This is an optimization exercise on Yosys and OpenROAD, whose aim is small area, a short achievable clock period and few clock cycles per item, not a production implementation. Where RTL was checked, it was by simulation tests only, not by an equivalence proof against the original.

## hsl_to_rgb_converter_unit
module hsl_to_rgb_converter_unit
(
  input  logic             clk_i,
  input  logic             rst_ni,
  input  logic             in_valid_i,
  output logic             in_ready_o,
  input  logic [hsl2rgb_pkg::HueW-1:0]  hue_degrees_i,
  input  logic [hsl2rgb_pkg::PctW-1:0]  saturation_pct_i,
  input  logic [hsl2rgb_pkg::PctW-1:0]  lightness_pct_i,
  output logic             out_valid_o,
  input  logic             out_ready_i,
  output logic [hsl2rgb_pkg::ChanW-1:0] red_o,
  output logic [hsl2rgb_pkg::ChanW-1:0] green_o,
  output logic [hsl2rgb_pkg::ChanW-1:0] blue_o
);
For scale: ~1,900 cells after synthesis, ~150 flip-flops, roughly 19,000 sq um of cells after synthesis.
export LEC_CHECK = 0
export ABC_CLOCK_PERIOD_IN_PS = 4500
export CAP_MARGIN = 20
export CORE_MARGIN = 2
export CORE_UTILIZATION = 60
export SETUP_SLACK_MARGIN = 4.3
export SLEW_MARGIN = 20
create_clock -name core_clock -period 9.5 [get_ports {clk_i}]
run.sh (not shown) runs the stock make flow with config.mk's settings and CLKGATE_MAP_FILE= SYNTH_SCRIPT=/design/flow/synth_recipe.tcl, a recipe that flattens the netlist after the stock synthesis.
Testbench counts at the start, summed over its fixed seeds: cycles 12,032, items 12,000.
Rerun with:
--- a/flow/config.mk
+++ b/flow/config.mk
@@ -11,2 +11,2 @@
-export CORE_UTILIZATION = 60
-export SETUP_SLACK_MARGIN = 4.3
+export CORE_UTILIZATION = 40
+export SETUP_SLACK_MARGIN = 4.6
@@ -13,0 +14,2 @@
+export SYNTH_HIERARCHICAL = 1
+export SYNTH_MINIMUM_KEEP_SIZE = 2000
Final area increases by 5.2%.
Global-route usage came out lower by 7.0 points.
First-iteration DRC count goes down by about 3%.
Sequential share of layout area drops by 1.0 points.
Synthesized area grows by 2.1%.
Clock-buffer cell count shrinks by 1.
Register-to-register slack gains 320 ps.
Synthesized cell count rose by about 3.6%.

* * *

Another version of the RTL of hsl_to_rgb_converter_unit (not shown whole).
Size: roughly 2,000 cells after synthesis, about 19,000 um2 of cells after synthesis.
// hsl_to_rgb_converter_unit
module hsl_to_rgb_converter_unit
(
  input  logic             clk_i,
  input  logic             rst_ni,
  input  logic             in_valid_i,
  output logic             in_ready_o,
  input  logic [hsl2rgb_pkg::HueW-1:0]  hue_degrees_i,
  input  logic [hsl2rgb_pkg::PctW-1:0]  saturation_pct_i,
  input  logic [hsl2rgb_pkg::PctW-1:0]  lightness_pct_i,
  output logic             out_valid_o,
  input  logic             out_ready_i,
  output logic [hsl2rgb_pkg::ChanW-1:0] red_o,
  output logic [hsl2rgb_pkg::ChanW-1:0] green_o,
  output logic [hsl2rgb_pkg::ChanW-1:0] blue_o
);
clock: 9.5 ns
lec_check: 0
abc_clock_period_in_ps: 6500
cap_margin: 20
core_margin: 2
core_utilization: 40
setup_slack_margin: 2.5
slew_margin: 20
Next try:
- ABC_CLOCK_PERIOD_IN_PS: 6500 -> 4500
- SETUP_SLACK_MARGIN: 2.5 -> 4.5
What happened: The new run passed the timing, design-rule and antenna checks. Wire length climbs by about 6%. Final area went up by about 9%. Worst setup slack gains 0.30 ns. Clock skew went down by 0.014 ns. Via count climbs by 4.3%. Non-clock buffer count rises by 114. Final cell count goes up by about 4%. Register-to-register slack improved by 0.30 ns. Count of clock-buffer cells in the layout does not change.
Next try:
- ABC_CLOCK_PERIOD_IN_PS: 4500 -> not set
- SETUP_SLACK_MARGIN: 4.5 -> not set
=> The new run completed with no timing, DRC or antenna violations. Hold slack improves by 0.011 ns. Global-route usage drops by 1.6 points. Via count drops by 6.3%.
Function was not checked in any run of this note: the RTL went through the layout flow alone.

* * *

run 1:
Another version of the RTL of hsl_to_rgb_converter_unit (not shown whole).
Size: about 1,500 cells after synthesis, roughly 53 I/O pins.
Settings: LEC_CHECK=0, ABC_CLOCK_PERIOD_IN_PS=4500, CAP_MARGIN=20, CORE_MARGIN=2, CORE_UTILIZATION=40, CTS_BUF_LIST=sky130_fd_sc_hd__clkbuf_4 sky130_fd_sc_hd__clkbuf_8, SETUP_SLACK_MARGIN=4.75, SLEW_MARGIN=20; clock period 9.5 ns.
standard.sh (not shown) runs the stock make flow with config.mk's settings and CLKGATE_MAP_FILE= SYNTH_SCRIPT=/design/flow/synth_recipe.tcl, a recipe that flattens the netlist after the stock synthesis.
==> flow/flow/run.sh <==
#!/bin/bash
# Layout flow: the standard flow, with one netlist step between synthesis and floorplan.
# flow/polfix.py removes inverters around the full and half adders of the synthesized
# netlist (full adders are self-dual, so some may work on complemented signals); the
# registers and every other cell stay as synthesis made them. Each tool's output goes to
# a log of its own: synth.log, polfix.log, layout.log.
set -euo pipefail
R=orfs/results/sky130hd/hsl_to_rgb_converter_unit/base
bash standard.sh synth > synth.log 2>&1
cp "$R/1_2_yosys.v" yosys_netlist.v
python3 flow/polfix.py yosys_netlist.v "$R/1_2_yosys.v" > polfix.log 2>&1
bash standard.sh > layout.log 2>&1
Other scripts of this flow, unchanged in this note and not shown: flow/flow/polfix.py
Run 1 reached the end of the flow, and the finished layout is clean on the timing, design-rule and antenna checks.
Testbench counts of run 1, summed over its fixed seeds: cycles 12,032, items 12,000.
--- input diff run 1..run 2 ---
Settings: a change of SETUP_SLACK_MARGIN from 4.75 to 4.5.
--- outcome ---
- Run 2 went all the way through the flow, and no timing, DRC or antenna check failed.
- Number of fill cells grows by a few percent when moving from run 1 to run 2.
- Run 2 vs run 1: average routed wire per standard cell down in run 2
- Going from run 1 to run 2, post-route non-filler standard cell count shrank slightly.
- Post-layout utilization of the core down 1.0 points in run 2 wrt run 1
- Min setup slack across run 1 and run 2: run 2
- Looking at final period demand of the worst path across both flows, run 2 is the weaker of the two, with run 1 ahead.
- Cell at the slowest stage of the critical path = sky130_fd_sc_hd__edfxtp_1: run 2; cell at the slowest stage of the critical path = sky130_fd_sc_hd__or4_4: run 1
- When run 2 is set beside run 1, its total number of vias turns out to be about 1.5% smaller.
- Compared with run 1, run 2 shows multi-input gate area in the final layout lower by 1.5%.

## static timing again, ports no longer ideal
No port has a modelled driver above. Below, the same layouts with a new extraction and two added sets of constraints. Step 1: set_driving_cell puts a clkbuf_16 on clk_i and a buf_2 on each other input, an assumption about the parent block. Step 2 also shifts input and output timing later by t, the mid clock arrival at the registers, as if the neighbouring blocks saw the same clock. Slacks: ideal / step 1 / step 2; pairs: ideal / step 1.
| run | t, ns | setup WS [ns] | hold slack, ns | worst setup path at the end | clock arrival spread, ns |
|---|---|---|---|---|---|
| the first run of note 1 | 0.486 | 4.274 / 4.274 / 3.921 | 0.420 / 0.420 / 0.420 | input to register | 0.009 / 0.010 |
| the second run of note 1 | 0.495 | 4.597 / 4.597 / 4.209 | 0.427 / 0.427 / 0.427 | input to register | 0.010 / 0.010 |
| the first run of note 2 | 0.480 | 2.532 / 2.532 / 2.263 | 0.419 / 0.419 / 0.419 | input to register | 0.024 / 0.023 |
| the second run of note 2 | 0.487 | 2.829 / 2.829 / 2.829 | 0.411 / 0.411 / 0.411 | register to register | 0.010 / 0.011 |
| the third run of note 2 | 0.485 | 1.763 / 1.763 / 1.763 | 0.422 / 0.422 / 0.422 | register to register | 0.014 / 0.014 |
| run 1 | 0.518 | 4.828 / 4.828 / 4.828 | 0.460 / 0.460 / 0.460 | register to register | 0.019 / 0.019 |
| run 2 | 0.528 | 4.704 / 4.701 / 4.701 | 0.466 / 0.466 / 0.466 | input to output | 0.021 / 0.021 |
After both steps every run listed still meets setup and hold. For the second run of note 1, which loses most, drivers alone change the setup slack by 0.000 ns; drivers and shift together by -0.388 ns.
